What follows belongs to an exercise in optimizing a design on an open flow for small area, a short achievable clock period and few clock cycles per item; a production flow would make more cautious choices.
In this exercise RTL edits were held to simulation tests only and were not proved equivalent to the original.

### design/flow/design.v
module pipelined_floating_point_multiplier #(
  parameter int unsigned EXPONENT_WIDTH   = 8,
  parameter int unsigned MANTISSA_WIDTH   = 23,
  parameter int unsigned ROUND_TO_NEAREST = 1
) (
  input  logic                                   clk,
  input  logic                                   rst,
  input  logic                                   in_valid,
  output logic                                   in_ready,
  input  logic [EXPONENT_WIDTH+MANTISSA_WIDTH:0] a,
  input  logic [EXPONENT_WIDTH+MANTISSA_WIDTH:0] b,
  output logic                                   out_valid,
  input  logic                                   out_ready,
  output logic [EXPONENT_WIDTH+MANTISSA_WIDTH:0] out,
  output logic                                   underflow_flag,
  output logic                                   overflow_flag,
  output logic                                   invalid_operation_flag
);
  localparam int unsigned EW   = EXPONENT_WIDTH;
  localparam int unsigned MW   = MANTISSA_WIDTH;
  localparam int unsigned W    = EW + MW + 1;
  localparam int unsigned PW   = 2 * (MW + 1);
  localparam int unsigned XW   = EW + 2;
  localparam int unsigned BIAS = (1 << (EW - 1)) - 1;
  localparam logic [EW-1:0] EXP_ONES = '1;
  localparam logic [MW-1:0] QNAN_MAN = ((EW == 4) && (MW == 3)) ? {MW{1'b1}}
                                                                 : {1'b1, {(MW-1){1'b0}}};
  localparam logic [W-1:0]  QNAN     = {1'b1, EXP_ONES, QNAN_MAN};
  logic stall_c;
  assign stall_c  = out_valid && !out_ready;
  assign in_ready = !stall_c;
  logic          a_sign, b_sign;
  logic [EW-1:0] a_exp, b_exp;
  logic [MW-1:0] a_man, b_man;
  logic          a_nan, b_nan, a_snan, b_snan, a_inf, b_inf, a_zero, b_zero;
  assign {a_sign, a_exp, a_man} = a;
  assign {b_sign, b_exp, b_man} = b;
  assign a_nan  = (a_exp == EXP_ONES) && (a_man != '0);
  assign b_nan  = (b_exp == EXP_ONES) && (b_man != '0);
  assign a_snan = a_nan && !a_man[MW-1];
  assign b_snan = b_nan && !b_man[MW-1];
  assign a_inf  = (a_exp == EXP_ONES) && (a_man == '0);
  assign b_inf  = (b_exp == EXP_ONES) && (b_man == '0);
  assign a_zero = (a_exp == '0);
  assign b_zero = (b_exp == '0);
  logic                 s1_valid_q, s1_valid_d;
  logic                 s1_sign_q, s1_sign_d;
  logic                 s1_special_q, s1_special_d;
  logic [W-1:0]         s1_spec_val_q, s1_spec_val_d;
  logic                 s1_invalid_q, s1_invalid_d;
  logic [PW-1:0]        s1_prod_q, s1_prod_d;
  logic signed [XW-1:0] s1_exp_q, s1_exp_d;
  logic                 s2_valid_q, s2_valid_d;
  logic                 s2_sign_q, s2_sign_d;
  logic                 s2_special_q, s2_special_d;
  logic [W-1:0]         s2_spec_val_q, s2_spec_val_d;
  logic                 s2_invalid_q, s2_invalid_d;
  logic                 s2_uf_q, s2_uf_d;
  logic                 s2_of_q, s2_of_d;
  logic [EW-1:0]        s2_exp_q, s2_exp_d;
  logic [MW-1:0]        s2_man_q, s2_man_d;
  logic                 s2_guard_q, s2_guard_d;
  logic                 s2_sticky_q, s2_sticky_d;
  logic                 s3_valid_q, s3_valid_d;
  logic [W-1:0]         out_q, out_d;
  logic                 uf_q, uf_d;
  logic                 of_q, of_d;
  logic                 inv_q, inv_d;
  always_comb begin
    s1_valid_d    = in_valid;
    s1_sign_d     = a_sign ^ b_sign;
    s1_special_d  = 1'b0;
    s1_spec_val_d = '0;
    s1_invalid_d  = 1'b0;
    s1_prod_d     = PW'({1'b1, a_man}) * PW'({1'b1, b_man});
    s1_exp_d      = XW'(a_exp) + XW'(b_exp) - XW'(BIAS);
    if (a_nan || b_nan) begin
      s1_special_d  = 1'b1;
      s1_spec_val_d = QNAN;
      s1_invalid_d  = a_snan || b_snan;
    end else if ((a_inf && b_zero) || (a_zero && b_inf)) begin
      s1_special_d  = 1'b1;
      s1_spec_val_d = QNAN;
      s1_invalid_d  = 1'b1;
    end else if (a_inf || b_inf) begin
      s1_special_d  = 1'b1;
      s1_spec_val_d = {s1_sign_d, EXP_ONES, MW'(0)};
    end else if (a_zero || b_zero) begin
      s1_special_d  = 1'b1;
      s1_spec_val_d = {s1_sign_d, (W-1)'(0)};
    end
  end
  logic                 prod_hi;
  logic [PW-2:0]        frac;
  logic signed [XW-1:0] exp_n;
  always_comb begin
    prod_hi       = s1_prod_q[PW-1];
    frac          = prod_hi ? s1_prod_q[PW-2:0] : {s1_prod_q[PW-3:0], 1'b0};
    exp_n         = s1_exp_q + XW'(prod_hi);
    s2_valid_d    = s1_valid_q;
    s2_sign_d     = s1_sign_q;
    s2_special_d  = s1_special_q;
    s2_spec_val_d = s1_spec_val_q;
    s2_invalid_d  = s1_invalid_q;
    s2_man_d      = frac[PW-2 -: MW];
    s2_guard_d    = frac[MW];
    s2_sticky_d   = |frac[MW-1:0];
    s2_exp_d      = exp_n[EW-1:0];
    s2_uf_d       = exp_n < $signed(XW'(1));
    s2_of_d       = exp_n >= $signed({2'b00, EXP_ONES});
  end
  logic          round_up;
  logic [MW:0]   man_r;
  logic [EW:0]   exp_r;
  always_comb begin
    round_up   = (ROUND_TO_NEAREST != 0) && s2_guard_q && (s2_sticky_q || s2_man_q[0]);
    man_r      = {1'b0, s2_man_q} + (MW+1)'(round_up);
    exp_r      = {1'b0, s2_exp_q} + (EW+1)'(man_r[MW]);
    s3_valid_d = s2_valid_q;
    out_d      = {s2_sign_q, exp_r[EW-1:0], man_r[MW-1:0]};
    uf_d       = 1'b0;
    of_d       = 1'b0;
    inv_d      = 1'b0;
    if (s2_special_q) begin
      out_d = s2_spec_val_q;
      inv_d = s2_invalid_q;
    end else if (s2_uf_q) begin
      out_d = {s2_sign_q, (W-1)'(0)};
      uf_d  = 1'b1;
    end else if (s2_of_q || (exp_r >= {1'b0, EXP_ONES})) begin
      out_d = {s2_sign_q, EXP_ONES, MW'(0)};
      of_d  = 1'b1;
    end
  end
  always_ff @(posedge clk or posedge rst) begin
    if (rst) begin
      s1_valid_q    <= 1'b0;
      s1_sign_q     <= 1'b0;
      s1_special_q  <= 1'b0;
      s1_spec_val_q <= '0;
      s1_invalid_q  <= 1'b0;
      s1_prod_q     <= '0;
      s1_exp_q      <= '0;
      s2_valid_q    <= 1'b0;
      s2_sign_q     <= 1'b0;
      s2_special_q  <= 1'b0;
      s2_spec_val_q <= '0;
      s2_invalid_q  <= 1'b0;
      s2_uf_q       <= 1'b0;
      s2_of_q       <= 1'b0;
      s2_exp_q      <= '0;
      s2_man_q      <= '0;
      s2_guard_q    <= 1'b0;
      s2_sticky_q   <= 1'b0;
      s3_valid_q    <= 1'b0;
      out_q         <= '0;
      uf_q          <= 1'b0;
      of_q          <= 1'b0;
      inv_q         <= 1'b0;
    end else if (!stall_c) begin
      s1_valid_q    <= s1_valid_d;
      s1_sign_q     <= s1_sign_d;
      s1_special_q  <= s1_special_d;
      s1_spec_val_q <= s1_spec_val_d;
      s1_invalid_q  <= s1_invalid_d;
      s1_prod_q     <= s1_prod_d;
      s1_exp_q      <= s1_exp_d;
      s2_valid_q    <= s2_valid_d;
      s2_sign_q     <= s2_sign_d;
      s2_special_q  <= s2_special_d;
      s2_spec_val_q <= s2_spec_val_d;
      s2_invalid_q  <= s2_invalid_d;
      s2_uf_q       <= s2_uf_d;
      s2_of_q       <= s2_of_d;
      s2_exp_q      <= s2_exp_d;
      s2_man_q      <= s2_man_d;
      s2_guard_q    <= s2_guard_d;
      s2_sticky_q   <= s2_sticky_d;
      s3_valid_q    <= s3_valid_d;
      out_q         <= out_d;
      uf_q          <= uf_d;
      of_q          <= of_d;
      inv_q         <= inv_d;
    end
  end
  assign out_valid              = s3_valid_q;
  assign out                    = out_q;
  assign underflow_flag         = uf_q;
  assign overflow_flag          = of_q;
  assign invalid_operation_flag = inv_q;
endmodule
### design/flow/run.sh
#!/bin/bash
# synth_recipe.tcl (not shown) runs the flow's synth.tcl, then flattens the netlist and writes it again
# the make line also repeats each setting of config.mk as NAME=value (left out here)
make -C /OpenROAD-flow-scripts/flow DESIGN_CONFIG=/design/flow/config.mk WORK_HOME=/design/flow/orfs CLKGATE_MAP_FILE= SYNTH_SCRIPT=/design/flow/synth_recipe.tcl finish
### design/flow/config.mk
export PLATFORM = sky130hd
export DESIGN_NAME = pipelined_floating_point_multiplier
export DESIGN_NICKNAME = pipelined_floating_point_multiplier
export VERILOG_FILES = /design/flow/design.v
export SDC_FILE = /design/flow/constraint.sdc
export NUM_CORES = 4
export LEC_CHECK = 0
export CAP_MARGIN = 20
export CORE_MARGIN = 2
export CORE_UTILIZATION = 40
export SLEW_MARGIN = 20
### design/flow/constraint.sdc
create_clock -name core_clock -period 9.0 [get_ports {clk}]
set_input_delay 1.8000 -clock core_clock [delete_from_list [all_inputs] [get_ports {clk}]]
set_output_delay 1.8000 -clock core_clock [all_outputs]
set_load 0.01 [all_outputs]
==> results.cfg <==
[synth]
yosysTopAreaCell = fa_1
yosys_warnings = 1
syn_area_sq_mm = 0.02562
synth_cell_type_count = 67
avgSynthCellArea_sq_um = 8.907
synth_edf_count = 0
syn-num-nets = 3621
synth_cells = 2877
synth-main-ff-cell = dfrtp_1
ys_seq_elements = 143
ys_seq_area_share_pct = 13.96
synth_top_area_share_pct = 37.73
synthTopCellsByArea = fa_1 38%, dfrtp_1 14%, ha_1 9.4%
synthArstFlopShare_pct = 100.0

[timing]
finalClockSkew_ns = 0.007517
timing_hold_violations_final = 0
worstMarginPinSlew_ns = 0.9205
setup_viol = 0
drv_slew = 0
whs_ns = 0.4632
rsz0062_at_grt = no
slew_headroom_pct = 38.63
fin_crit_ns = 8.604
timing.final.crit_share_pct = 95.60
max_freq_ghz = 0.1162

[floorplanning]
die_area_sq_mm = 0.06610
pin_count = 105
core_sq_mm = 0.06320
die_x_um = 257.1
die_h_um = 257.1
rows = 92
initial_core_util_pct = 40.55

[critical_path]
path_cells = clkdlybuf4s50_1 > buf_4 > and2_1 > fa_1 > inv_1 > fa_1 > inv_1 > fa_1 > fa_1 > fa_1 > fa_1 > inv_1 > fa_1 > inv_1 > ha_1 > a21oi_1 > nand2_1 > a211oi_1 > nor3_1 > a211oi_2 > nor4_1 > o41ai_2 > xor2_1 > a21oi_1
worstPathMaxFanout = 9
critPathMostFrequentCell = fa_1
cp.required_ns = 9.27
cpMaxStageDelayCell = clkdlybuf4s50_1
cp-start-kind = primary input
crit_arrival_ns = 8.87
critPathMaxStageDelay_ns = 0.70
cp-end-kind = flip-flop
path_class = primary input to flip-flop

[run]
drv_cap = 0

[global_routing]
grt_overflow = 0
grt_pass1_vias = 21002
grt_first_pass_wirelength_um = 114100
antenna_found_initial = 0
grt_util_all_layers_pct = 21.86
grt_max_degree = 87

[clock_tree]
tritoncts = done
post_cts_buffers = 0
clk_path_buf_depth = 2
hold_buffers = 0
cts_max_level = 4
worstSkewPairLatency_ns = 0.42
clk_pin_slew_ns = 0.05
root_buffer = clkbuf_16
numClockSinks = 143
cts_resized = 0
numCtsBuffers = 17

[finish]
layout_commonest_cell = inv_1
drive_gt1_share_pct = 6.706
multiInputGateArea_sq_mm = 0.01929
final_nets = 3758
fillers = 6038
register_area_sq_mm = 0.003578
diodes = 0
final_core_util_pct = 46.13
layout.cells.most_common_list = 599 x inv_1, 483 x fa_1, 436 x nand2_1, 245 x and2_1, 193 x ha_1
area_delta_synth_final_pct = 13.76

[drt]
drcViolationCount = 0
wl_per_cell_um = 18.22
postRouteAntennaNets = 0
viasPerCell = 5.062
dr.pass1.iters = 8
via_count = 19604
drt_iter0_drc = 1253
wl_um = 70570

[placement]
gp_routability_congestion = 0.9229
io_buffers = 104
dp_hpwl_um = 59980

[run_status]
status = finished clean

[hold_path]
min_path_type = flip-flop to flip-flop
-- final timing paths --
path | start | endpoint | slack, ns | depth (start not counted)
max | b[12] | s1_prod_q[46]$_DFFE_PP0N_ | 0.40 | 24
min | s2_sign_q$_DFFE_PP0N_ | s2_sign_q$_DFFE_PP0N_ | 0.46 | 2
max reg2reg | s2_guard_q$_DFFE_PP0N_ | out_q[18]$_DFFE_PP0N_ | 5.35 | 15
min reg2reg | s2_sign_q$_DFFE_PP0N_ | s2_sign_q$_DFFE_PP0N_ | 0.46 | 2
max in group asynchronous | rst | out_q[7]$_DFFE_PP0N_ | 5.72 | 3
min in group asynchronous | rst | s1_prod_q[8]$_DFFE_PP0N_ | 1.84 | 2
-- metal layers --
metal	GRT usage, %	up-vias	share of wire (%)
li1	-	8981	-
met1	30.53	10029	45
met2	36.70	515	48
met4	4.554	0	1.7
met3	2.502	79	5.2
met5	0	-	0
-- area by class of cell --
type | count | area share [%]
multi-input cells | 1996 | 66.16
flip-flops and latches | 143 | 12.28
repair buffers | 251 | 8.044
inverters | 605 | 7.812
well taps | 846 | 3.631
clock buffers | 24 | 1.721
clock inverters | 8 | 0.3563
-- cells in the mapped netlist (3+ instances only) --
cell type  count
a21oi_2        3
nor2_1       120
a221o_1        9
a31oi_1       10
mux2i_1       28
nor3_1        12
a211oi_2       3
a21o_1        26
nand2b_1       5
o21ai_1        7
xnor2_1       48
nand2_1      436
buf_1          3
nor2b_1        8
a21oi_1       86
clkinv_1       5
o21ai_0       92
xor2_1        34
a211oi_1       5
nand4_1       17
and2_1       245
ha_1         193
o31ai_1        3
o21bai_1       8
or4_1          6
inv_1        600
fa_1         483
o21a_1         3
clkbuf_1     128
and3_1        14
nor4_1        21
dfrtp_1      143
nand3_1       27
-- per-stage QoR --
stage | TNS (ns) | instance area [sq um] | cells | worst slack [ns]
after CTS | 0 | 29150 | 3873 | 0.4543
after global placement | 0 | 28540 | 3841 | 0.04398
after detailed placement | -0.009370 | 28540 | 3841 | -0.009370
after global routing | 0 | 29150 | 3873 | 0.07101
final | 0 | 29150 | 3873 | 0.3957
after floorplan | 0 | 25620 | 2877 | 0.9515
-- state kept, by name, summed over array words and instances (netlist names), 3 cells and up --
register	flops
s2_man_q	23
s2_spec_val_q	3
s2_exp_q	8
s1_exp_q	10
s1_spec_val_q	3
s1_prod_q	48
out_q	32
-- critical path: cells and delay by family --
kind	cells	cell delay [ns]
AOI/OAI and AO/OA	5	1.30
adders and majority gates	8	3.83
buffers and inverters	6	1.22
xor gates and xnor gates	1	0.18
and+or+nand+nor	4	0.53
-- kinds of logic after synthesis --
family | after synthesis | synth area share (%)
DFF | 143 | 13.96
AOI/OAI and AO/OA | 285 | 6.997
muxes | 28 | 1.094
adders and majority gates | 676 | 47.16
xor gates and xnor gates | 82 | 2.803
buffers and inverters | 738 | 10.82
and+or+nand+nor | 925 | 17.16
Testbench counts, summed over its fixed seeds: cycles 12,024, items 12,000.

## port drivers added, routing unchanged
No port has a modelled driver above. Below, the same layout with a new extraction and two added sets of constraints. Step 1: set_driving_cell puts a clkbuf_16 on clk and a buf_2 on each other input, an assumption about the parent block. Step 2, shift: input delay + t, output delay - t, t = (earliest + latest rising clock arrival at the registers) / 2. This alone moves slack from input paths to output paths. a / b / c = ideal / step 1 / step 2; a / b = the first two.
t, ns: 0.455
slack for setup (ns): 0.396 / 0.405 / -0.050
worst setup path at the end: input to register
Met with ideal ports but missed after step 2: setup timing in this run. For this run, drivers alone change the setup slack by +0.009 ns; drivers and shift together by -0.446 ns.
